Source: an optimization exercise on an open RTL-to-GDS flow (aim: small area and a short achievable clock period). Production flows keep margins and buffers that such runs may drop. The RTL was checked by simulation tests, not by an equivalence proof against the original design. No activity file was given, so power comes from the tool's default toggle rates.

v14:
==> flow/design.v (excerpt) <==
module mm_top (
  input  logic        clk,
  input  logic        rst_n,
  input  logic        i_awvalid,
  output logic        o_awready,
  input  logic [7:0]  i_awaddr,
  input  logic        i_wvalid,
  output logic        o_wready,
  input  logic [31:0] i_wdata,
  input  logic [3:0]  i_wstrb,
  output logic        o_bvalid,
  input  logic        i_bready,
  output logic [1:0]  o_bresp,
  input  logic        i_arvalid,
  output logic        o_arready,
  input  logic [7:0]  i_araddr,
  output logic        o_rvalid,
  input  logic        i_rready,
  output logic [31:0] o_rdata,
  output logic [1:0]  o_rresp
);
  logic        bvalid_q;
  logic        bslverr_q;
  logic        start_q;
  logic        clear_q;
  logic        busy_q;
  logic        done_q;
  logic [2:0]  cnt_q;
  logic [17:0] mask_q;
  logic        newbit_q;
  logic        full;
  logic        accept;
  logic        wr_go;
  logic        wr_ctrl;
  logic        wr_opnd;
  logic [4:0]  wr_slot;
  logic        opnd_we;
  assign wr_go     = i_awvalid && i_wvalid && !bvalid_q;
  assign o_awready = wr_go;
  assign o_wready  = wr_go;
  assign wr_ctrl = (i_awaddr == 8'h00);
  assign wr_opnd = (i_awaddr[1:0] == 2'b00) &&
                   ((i_awaddr[7:6] == 2'b01) || (i_awaddr[7:3] == 5'b10000));
  assign wr_slot = i_awaddr[6:2] - 5'd16;
  assign opnd_we = wr_go && wr_opnd && !busy_q;
  always_ff @(posedge clk or negedge rst_n) begin
    if (!rst_n) begin
      bvalid_q <= 1'b0;
      start_q  <= 1'b0;
      clear_q  <= 1'b0;
    end else begin
      if (bvalid_q && i_bready) bvalid_q <= 1'b0;
      if (wr_go) bvalid_q <= 1'b1;
      start_q <= wr_go && wr_ctrl && i_wdata[0];
      clear_q <= wr_go && wr_ctrl && i_wdata[1];
    end
  end
  ...
Size in the first run: about 410 flip-flops.
==> flow/config.mk <==
export PLATFORM = sky130hd
export DESIGN_NAME = mm_top
export DESIGN_NICKNAME = mm_top
export VERILOG_FILES = /design/flow/design.v
export SDC_FILE = /design/flow/constraint.sdc
export NUM_CORES = 4
export LEC_CHECK = 0
export ABC_CLOCK_PERIOD_IN_PS = 6000
export CAP_MARGIN = 20
export CORE_MARGIN = 2
export CORE_UTILIZATION = 60
export CTS_CLUSTER_DIAMETER = 100
export CTS_CLUSTER_SIZE = 24
export PLACE_DENSITY = 0.7
export SETUP_SLACK_MARGIN = 4.55
export SLEW_MARGIN = 20
export SYNTH_HIERARCHICAL = 1
==> flow/constraint.sdc <==
create_clock -name core_clock -period 8.0 [get_ports {clk}]
set_input_delay 1.6000 -clock core_clock [delete_from_list [all_inputs] [get_ports {clk}]]
set_output_delay 1.6000 -clock core_clock [all_outputs]
set_load 0.01 [all_outputs]
standard.sh (not shown) runs the stock make flow with config.mk's settings and CLKGATE_MAP_FILE= SYNTH_SCRIPT=/design/flow/synth_recipe.tcl, a recipe that flattens the netlist after the stock synthesis.
==> flow/flow/run.sh <==
#!/bin/bash
# Layout flow: the standard ORFS flow (standard.sh, unchanged synthesis and
# scripts) with the port buffers that placement inserts made the smallest
# buffer instead of the one buffer_ports picks by default. Timing repair still
# resizes any port buffer on a critical path.
set -euo pipefail
export BUFFER_PORTS_ARGS="-buffer_cell sky130_fd_sc_hd__buf_1"
bash standard.sh > standard.log 2>&1
v14 ended with every stage complete and zero timing, DRC or antenna violations.
Inputs modified between v14 and v58:
Settings: changing ABC_CLOCK_PERIOD_IN_PS from 6000 to 4000; changing CTS_CLUSTER_SIZE from 24 to 28; changing PLACE_DENSITY from 0.7 to 0.62; changing CTS_CLUSTER_DIAMETER from 100 to 120.
[summary]
Summary of v58 over v14: worst hold margin increased by 9.5 ps relative to the old numbers; core outline area closely matched the old numbers; signed area change from the synthesized netlist to the final layout decreased by 0.57 points relative to the old numbers.
Compared to v14, the router laid down more metal wire for v58.
Achievable clock frequency delta (v58 -> v14): insignificant
i_wvalid as the launching instance or port of the critical path was reported by v14, and i_awvalid by v58.
Inputs modified between v58 and v43:
Settings: CTS_CLUSTER_DIAMETER: 120 -> 100; CORE_UTILIZATION: 60 -> 70; PLACE_DENSITY: 0.62 -> 0.8; CTS_CLUSTER_SIZE: 28 -> 24.
[summary]
- v58 | status: complete | timing, DRC, antenna: pass
- v43 completed every stage of the flow, and the final layout passed the timing, DRC and antenna checks.
- Utilization was lower in v58 than in v43.
- Going from v58 to v43, the register-to-register path setup slack was found to have gone down by 20 ps.
- Higher cell count among v58 and v43: v58
- Final cell area: v43 above v58
- Global-route usage in v43 vs v58: up 4.1 points
- The run with more setup slack is v58; v43 has less.
- v43 vs. v58: power in the clock group went up by about 8%.
- Initial detailed-routing violation count (lower): v58
- Of v43 and v58, it is v43 that has the higher relative area change from synthesis to final layout.
What v57 does differently from v43 at the input level:
Settings: GPL_TIMING_DRIVEN now 0, previously not set; CORE_UTILIZATION now 60, was 70; CTS_CLUSTER_SIZE now 28, was 24; PLACE_DENSITY now 0.7, was 0.8; CTS_CLUSTER_DIAMETER now 120, was 100.
==> summary.txt <==
When v57 is set beside v43, its iteration count of the initial detailed-routing pass turns out to be 2 smaller.
On clock power share: between v57 and v43, it ends up higher for v43.
Floorplan die width on v57 is up relative to v43.
Compared with v43, v57 instantiates a larger number of standard cells.
v57 reports a higher critical path depth than v43 does.
Relative to v43, the number of gates resized after CTS of v57 is lower by 9.
v57 — detailed-route wire length per cell 3.0% lower, v43 as reference
Number of antenna cells inserted for v57: 1 down relative to v43
Between v57 and v43, the simple-gate share of the synthesized area does not differ in any meaningful way.
Relative to v57, the following input files were edited for v52:
Settings: swapping 120 for 100 in CTS_CLUSTER_DIAMETER; swapping 4.55 for 4.47 in SETUP_SLACK_MARGIN; clearing GPL_TIMING_DRIVEN, which used to be 0; swapping 28 for 24 in CTS_CLUSTER_SIZE.
==> comparison <==
Largest vdd supply drop (lower): v57. Area growth from synthesis to final layout on v52 is down relative to v57. v52 and v57 ended up with roughly the same final-layout worst hold slack. [compare] base=v57 new=v52: transition time at the pin with the least slew margin shows a reduction of 4.7 ps, power share of the combinational group has decreased, maximum clock frequency +1.5%, cell area after layout lower. v52 ended up with a lower detailed placement HPWL than v57 did. Between v52 and v57, it is v52 whose setup slack is higher, by 55 ps. Diff v57 and v52: critical path depth higher in v57.

* * *

mm_top, a different RTL version from the one above (not shown whole).
For scale: about 1500 cells after synthesis, about 400 flip-flops, about 100 I/O pins, roughly 0.019 mm^2 of cells after synthesis.
==> flow/design.v (excerpt) <==
module mm_top (
  input  logic        clk,
  input  logic        rst_n,
  input  logic        i_awvalid,
  output logic        o_awready,
  input  logic [7:0]  i_awaddr,
  input  logic        i_wvalid,
  output logic        o_wready,
  input  logic [31:0] i_wdata,
  input  logic [3:0]  i_wstrb,
  output logic        o_bvalid,
  input  logic        i_bready,
  output logic [1:0]  o_bresp,
  input  logic        i_arvalid,
  output logic        o_arready,
  input  logic [7:0]  i_araddr,
  output logic        o_rvalid,
  input  logic        i_rready,
  output logic [31:0] o_rdata,
  output logic [1:0]  o_rresp
);
  logic        bvalid_q;
  logic        bslverr_q;
  logic        start_q;
  logic        clear_q;
  logic        busy_q;
  logic        done_q;
  logic [2:0]  cnt_q;
  logic [17:0] mask_q;
  logic        newbit_q;
  logic        full;
  logic        accept;
  logic        wr_go;
  logic        wr_ctrl;
  logic        wr_opnd;
  logic [4:0]  wr_slot;
  logic        opnd_we;
  assign wr_go     = i_awvalid && i_wvalid && !bvalid_q;
  assign o_awready = wr_go;
  assign o_wready  = wr_go;
  assign wr_ctrl = (i_awaddr == 8'h00);
  assign wr_opnd = (i_awaddr[1:0] == 2'b00) &&
                   ((i_awaddr[7:6] == 2'b01) || (i_awaddr[7:3] == 5'b10000));
  assign wr_slot = i_awaddr[6:2] - 5'd16;
  ...
Settings: LEC_CHECK=0, CAP_MARGIN=20, CORE_MARGIN=2, CORE_UTILIZATION=40, PLACE_DENSITY=0.6, SLEW_MARGIN=20, SYNTH_HIERARCHICAL=1; clock period 8.0 ns.
run.sh (not shown) runs the stock make flow with config.mk's settings and CLKGATE_MAP_FILE= SYNTH_SCRIPT=/design/flow/synth_recipe.tcl, a recipe that flattens the netlist after the stock synthesis.
Stock flow here: none of the scripts above is used.
Next try:
Settings changed: ABC_CLOCK_PERIOD_IN_PS from default to 4000, CORE_UTILIZATION 40 to 60, PLACE_DENSITY 0.6 to 0.7, SETUP_SLACK_MARGIN from default to 4.5.
After rerunning:
- The changed run completed without violations
- setup slack gains 730 ps
- hold slack stays flat
- clock power came out lower by 11%
- combinational power came out higher by 11%
- maximum frequency came out higher by 19%
- non-clock buffer count came out higher by 84
- register-to-register slack gains 370 ps
- global-route usage came out higher by 9.1 points
- sequential share of layout area came out lower by 1.8 points
- final cell count came out lower by about 6%

* * *

mm_top, a different RTL version from the one above (not shown whole).
For scale: about 1600 cells after synthesis, ~410 flip-flops.
export LEC_CHECK = 0
export ABC_CLOCK_PERIOD_IN_PS = 4000
export CAP_MARGIN = 20
export CORE_MARGIN = 2
export CORE_UTILIZATION = 70
export CTS_CLUSTER_DIAMETER = 100
export CTS_CLUSTER_SIZE = 24
export PLACE_DENSITY = 0.8
export SETUP_SLACK_MARGIN = 4.47
export SLEW_MARGIN = 20
export SYNTH_HIERARCHICAL = 1
create_clock -name core_clock -period 8.0 [get_ports {clk}]
standard.sh (not shown) runs the stock make flow with config.mk's settings and CLKGATE_MAP_FILE= SYNTH_SCRIPT=/design/flow/synth_recipe.tcl, a recipe that flattens the netlist after the stock synthesis.
Scripts as last shown in full above: flow/flow/run.sh
==> next run, changes <==
==> flow/run.sh (new file) <==
#!/bin/bash
# synth_recipe.tcl (not shown) runs the flow's synth.tcl, then flattens the netlist and writes it again
# the make line also repeats each setting of config.mk as NAME=value (left out here)
make -C /OpenROAD-flow-scripts/flow DESIGN_CONFIG=/design/flow/config.mk WORK_HOME=/design/flow/orfs CLKGATE_MAP_FILE= SYNTH_SCRIPT=/design/flow/synth_recipe.tcl finish
- CORE_UTILIZATION: 70 -> 60
- CTS_CLUSTER_DIAMETER: 100 -> 70
- CTS_CLUSTER_SIZE: 24 -> 30
- PLACE_DENSITY: 0.8 -> 0.7
removed: flow/flow/run.sh
removed: flow/standard.sh
Flip-flop and latch count does not change; global-route usage drops by 2.6 points; die area rises by 16%; setup slack loses 0.015 ns; core utilization decreases by 7.1 points; cell area is higher by about 5.7%; sequential share of layout area shrinks by 2.4 points; synthesized area stays the same.
==> next run, changes <==
- ABC_CLOCK_PERIOD_IN_PS: 4000 -> 3500
- CTS_BUF_LIST: default -> sky130_fd_sc_hd__clkbuf_4 sky130_fd_sc_hd__clkbuf_8
- CTS_CLUSTER_DIAMETER: 70 -> default
- CTS_CLUSTER_SIZE: 30 -> default
- SETUP_SLACK_MARGIN: 4.47 -> 5
What happened: The changed run passed the timing, DRC and antenna checks. Area after synthesis does not change. Routed wire length goes up by about 13%. First-iteration DRC count goes up by 1.4%.

* * *

run A:
Another version of the RTL of mm_top (not shown whole).
Size: about 390 flip-flops, roughly 100 I/O pins, about 0.022 mm2 of cells after synthesis.
export LEC_CHECK = 0
export ABC_CLOCK_PERIOD_IN_PS = 4000
export CAP_MARGIN = 20
export CORE_MARGIN = 2
export CORE_UTILIZATION = 60
export PLACE_DENSITY = 0.7
export SETUP_SLACK_MARGIN = 3.5
export SLEW_MARGIN = 20
create_clock -name core_clock -period 8.0 [get_ports {clk}]
run.sh (not shown) runs the stock make flow with config.mk's settings and CLKGATE_MAP_FILE= SYNTH_SCRIPT=/design/flow/synth_recipe.tcl, a recipe that flattens the netlist after the stock synthesis.
Stock flow here: none of the scripts above is used.
Having completed the whole flow, run A delivered a layout that passed the timing, DRC and antenna checks.
> inputs changed (run A -> run B)
Settings: PLACE_DENSITY changed from 0.7 to 0.6; CORE_UTILIZATION changed from 60 to 40; ABC_CLOCK_PERIOD_IN_PS removed (was 4000).
==> summary.txt <==
Summary of run B over run A: area occupied by multi-input gates went up by 360 um2, total non-filler cell area in the finished layout went up by 3.1%, well tap count went up by about 60%.
The routed length per instance in run B sits 5.3% below the value recorded for run A.
Input-level comparison between run C and run B:
Settings: removing SETUP_SLACK_MARGIN (formerly 3.5).
- On post-synthesis cell count, run C tracks run B almost exactly.
- Measured against each other, run C and run B differ in number of buffers and inverters on the critical path, the higher figure coming from run B.
- [compare] base=run B new=run C: met1 routing resource usage after global routing now smaller; total number of placement rows comparable.
- For run C and run B, there was not a single run that failed to finish clean.

* * *

## north
RTL: one of the versions met above, not the one the previous note started from.
Size: roughly 1600 cells after synthesis, roughly 0.019 mm2 of cells after synthesis.
Design mm_top, start of the top module:
module mm_top (
  input  logic        clk,
  input  logic        rst_n,
  input  logic        i_awvalid,
  output logic        o_awready,
  input  logic [7:0]  i_awaddr,
  input  logic        i_wvalid,
  output logic        o_wready,
  input  logic [31:0] i_wdata,
  input  logic [3:0]  i_wstrb,
  output logic        o_bvalid,
  input  logic        i_bready,
  output logic [1:0]  o_bresp,
  input  logic        i_arvalid,
  output logic        o_arready,
  input  logic [7:0]  i_araddr,
  output logic        o_rvalid,
  input  logic        i_rready,
  output logic [31:0] o_rdata,
  output logic [1:0]  o_rresp
);
Settings: LEC_CHECK=0, ABC_CLOCK_PERIOD_IN_PS=4000, CAP_MARGIN=20, CORE_MARGIN=2, CORE_UTILIZATION=60, CTS_CLUSTER_DIAMETER=120, CTS_CLUSTER_SIZE=32, PLACE_DENSITY=0.7, SETUP_SLACK_MARGIN=4.55, SLEW_MARGIN=20, SYNTH_HIERARCHICAL=1; clock period 8.0 ns.
standard.sh (not shown) runs the stock make flow with config.mk's settings and CLKGATE_MAP_FILE= SYNTH_SCRIPT=/design/flow/synth_recipe.tcl, a recipe that flattens the netlist after the stock synthesis.
==> flow/flow/run.sh <==
#!/bin/bash
# Layout flow: the standard ORFS flow (standard.sh, unchanged synthesis and
# scripts) with the port buffers that placement inserts made the smallest
# buffer instead of the one buffer_ports picks by default. Timing repair still
# resizes any port buffer on a critical path.
set -euo pipefail
export BUFFER_PORTS_ARGS="-buffer_cell sky130_fd_sc_hd__buf_1"
bash standard.sh > standard.log 2>&1
north: no failed stages, no open violations at the end
For south, these inputs were changed with respect to north:
- putting GPL_ROUTABILITY_DRIVEN at 0 where nothing was set
- swapping 32 for 28 in CTS_CLUSTER_SIZE
[summary]
Diff north..south | basic-gate share of the synthesized area counting and, or, nand and nor cells | unchanged
Delta(final net count, south - north) > 0
Wire length of the first global-routing pass (higher): south
The highest attainable clock frequency of south and that of north are within noise of each other.
Area occupied by multi-input gates of north is on par with south.
Taking north as the reference, in south post-route minimum period held; final cell area excluding filler cells essentially unchanged.
> inputs changed (south -> east)
- GPL_ROUTABILITY_DRIVEN no longer set, was 0
- PLACE_DENSITY now 0.62, was 0.7
- CTS_CLUSTER_SIZE now 32, was 28
## What came out
Min internal power summed over all cells across east and south: east
The total wire length reported for east is greater than that of south by about 0.8%.
east does worse than south on final-layout worst hold slack.
| post-layout total power | east vs south | 24 uW lower |
Delta (east minus south): distinct cell type count of the synthesized netlist roughly the same, via count lower.
Status: worst path setup slack after routing parity (east, south)
east vs south: count of clock-buffer cells in the layout down by more than 10%
On final critical-path required period, east and south are neck and neck.
When east is measured against south, its fraction of area in registers turns out 0.31 points higher.
For post-CTS clock slew at the launch and capture registers of the worst setup and hold paths, east and south come out practically identical.

* * *

Setup of the baseline:
mm_top with an RTL version that a note above also has.
Size: ~1600 cells after synthesis, roughly 410 flip-flops.
// mm_top
module mm_top (
  input  logic        clk,
  input  logic        rst_n,
  input  logic        i_awvalid,
  output logic        o_awready,
  input  logic [7:0]  i_awaddr,
  input  logic        i_wvalid,
  output logic        o_wready,
  input  logic [31:0] i_wdata,
  input  logic [3:0]  i_wstrb,
  output logic        o_bvalid,
  input  logic        i_bready,
  output logic [1:0]  o_bresp,
  input  logic        i_arvalid,
  output logic        o_arready,
  input  logic [7:0]  i_araddr,
  output logic        o_rvalid,
  input  logic        i_rready,
  output logic [31:0] o_rdata,
  output logic [1:0]  o_rresp
);
==> flow/config.mk <==
export PLATFORM = sky130hd
export DESIGN_NAME = mm_top
export DESIGN_NICKNAME = mm_top
export VERILOG_FILES = /design/flow/design.v
export SDC_FILE = /design/flow/constraint.sdc
export NUM_CORES = 4
export LEC_CHECK = 0
export ABC_CLOCK_PERIOD_IN_PS = 4000
export CAP_MARGIN = 20
export CORE_MARGIN = 2
export CORE_UTILIZATION = 60
export CTS_BUF_LIST = sky130_fd_sc_hd__clkbuf_8
export CTS_CLUSTER_DIAMETER = 100
export CTS_CLUSTER_SIZE = 20
export PLACE_DENSITY = 0.7
export SETUP_SLACK_MARGIN = 4.47
export SLEW_MARGIN = 20
export SYNTH_HIERARCHICAL = 1
==> flow/constraint.sdc <==
create_clock -name core_clock -period 8.0 [get_ports {clk}]
set_input_delay 1.6000 -clock core_clock [delete_from_list [all_inputs] [get_ports {clk}]]
set_output_delay 1.6000 -clock core_clock [all_outputs]
set_load 0.01 [all_outputs]
run.sh (not shown) runs the stock make flow with config.mk's settings and CLKGATE_MAP_FILE= SYNTH_SCRIPT=/design/flow/synth_recipe.tcl, a recipe that flattens the netlist after the stock synthesis.
Stock flow here: none of the scripts above is used.
Edits applied to the flow inputs when going from the baseline to the candidate:
- CTS_CLUSTER_SIZE now 24, was 20
- CTS_BUF_LIST no longer set, was sky130_fd_sc_hd__clkbuf_8
Results
- The candidate went all the way through synthesis, placement and routing and the layout is clean on timing, DRC and antenna.
- [compare] base=the baseline new=the candidate: slew at the pin closest to its max-slew limit moved down; fraction of area in multi-input gates barely changed; met3 wire length neither gained nor lost much.
- Looking at fraction of power consumed by combinational cells across the baseline and the candidate, the one that comes out lower is the candidate.
- Between the candidate and the baseline, it is the candidate whose wire length reported by the detailed router is lower, by about 0.36%.
- The candidate vs the baseline: met3 track demand over resource down in the candidate
- Summary of the candidate over the baseline: number of buffers inserted during clock tree synthesis went down 4, count of non-CTS buffers in the layout fell by about 8%.
- Re number of nets at the end of the flow: the candidate is about 0.7% down on the baseline.
- There was hardly any difference in maximum count of clock buffers along a single path between the baseline and the candidate.

==> separate check: timing with driven ports <==
Ports are ideal in the flow. The routed layouts listed here were re-timed in OpenROAD. Step 1: set_driving_cell puts a clkbuf_16 on clk and a buf_2 on each other input, an assumption about the parent block. Step 2 times the ports against the registers' clock, not the clock port: input delays grow and output delays shrink by t, the midpoint of the rising clock arrivals with the driver on. Slacks: no drivers / after step 1 / after step 2; pairs: no drivers / after step 1.
run	shift t [ns]	setup WS [ns]	worst setup path at the end	cell pins on the clock port's net
v14	0.570	4.473 / 4.441 / 4.078	input to register	1
v58	0.570	4.476 / 4.445 / 4.053	input to register	1
v43	0.576	4.467 / 4.435 / 4.022	input to register	1
v57	0.579	4.371 / 4.333 / 3.968	input to register	1
v52	0.573	4.426 / 4.400 / 4.040	input to register	1
the first run of note 2	0.605	3.381 / 3.406 / 2.801	input to register	1
the second run of note 2	0.577	4.107 / 4.107 / 4.045	input to register	1
the first run of note 3	0.577	4.418 / 4.385 / 3.957	input to register	1
the second run of note 3	0.600	4.403 / 4.410 / 3.810	input to register	1
the third run of note 3	0.657	4.471 / 4.438 / 4.149	input to register	1
run A	0.603	2.879 / 2.879 / 2.879	register to register	1
run B	0.589	2.845 / 2.845 / 2.845	register to register	1
run C	0.593	1.809 / 1.809 / 1.809	register to register	1
north	0.564	4.473 / 4.441 / 4.017	input to register	1
south	0.571	4.476 / 4.439 / 4.058	input to register	1
east	0.567	4.476 / 4.445 / 4.085	input to register	1
the baseline	0.642	4.473 / 4.432 / 3.883	input to register	1
the candidate	0.574	4.476 / 4.446 / 3.977	input to register	1
After both steps setup and hold are still met in every run listed. For the second run of note 3, which loses most, drivers alone change the setup slack by +0.007 ns; drivers and shift together by -0.593 ns.
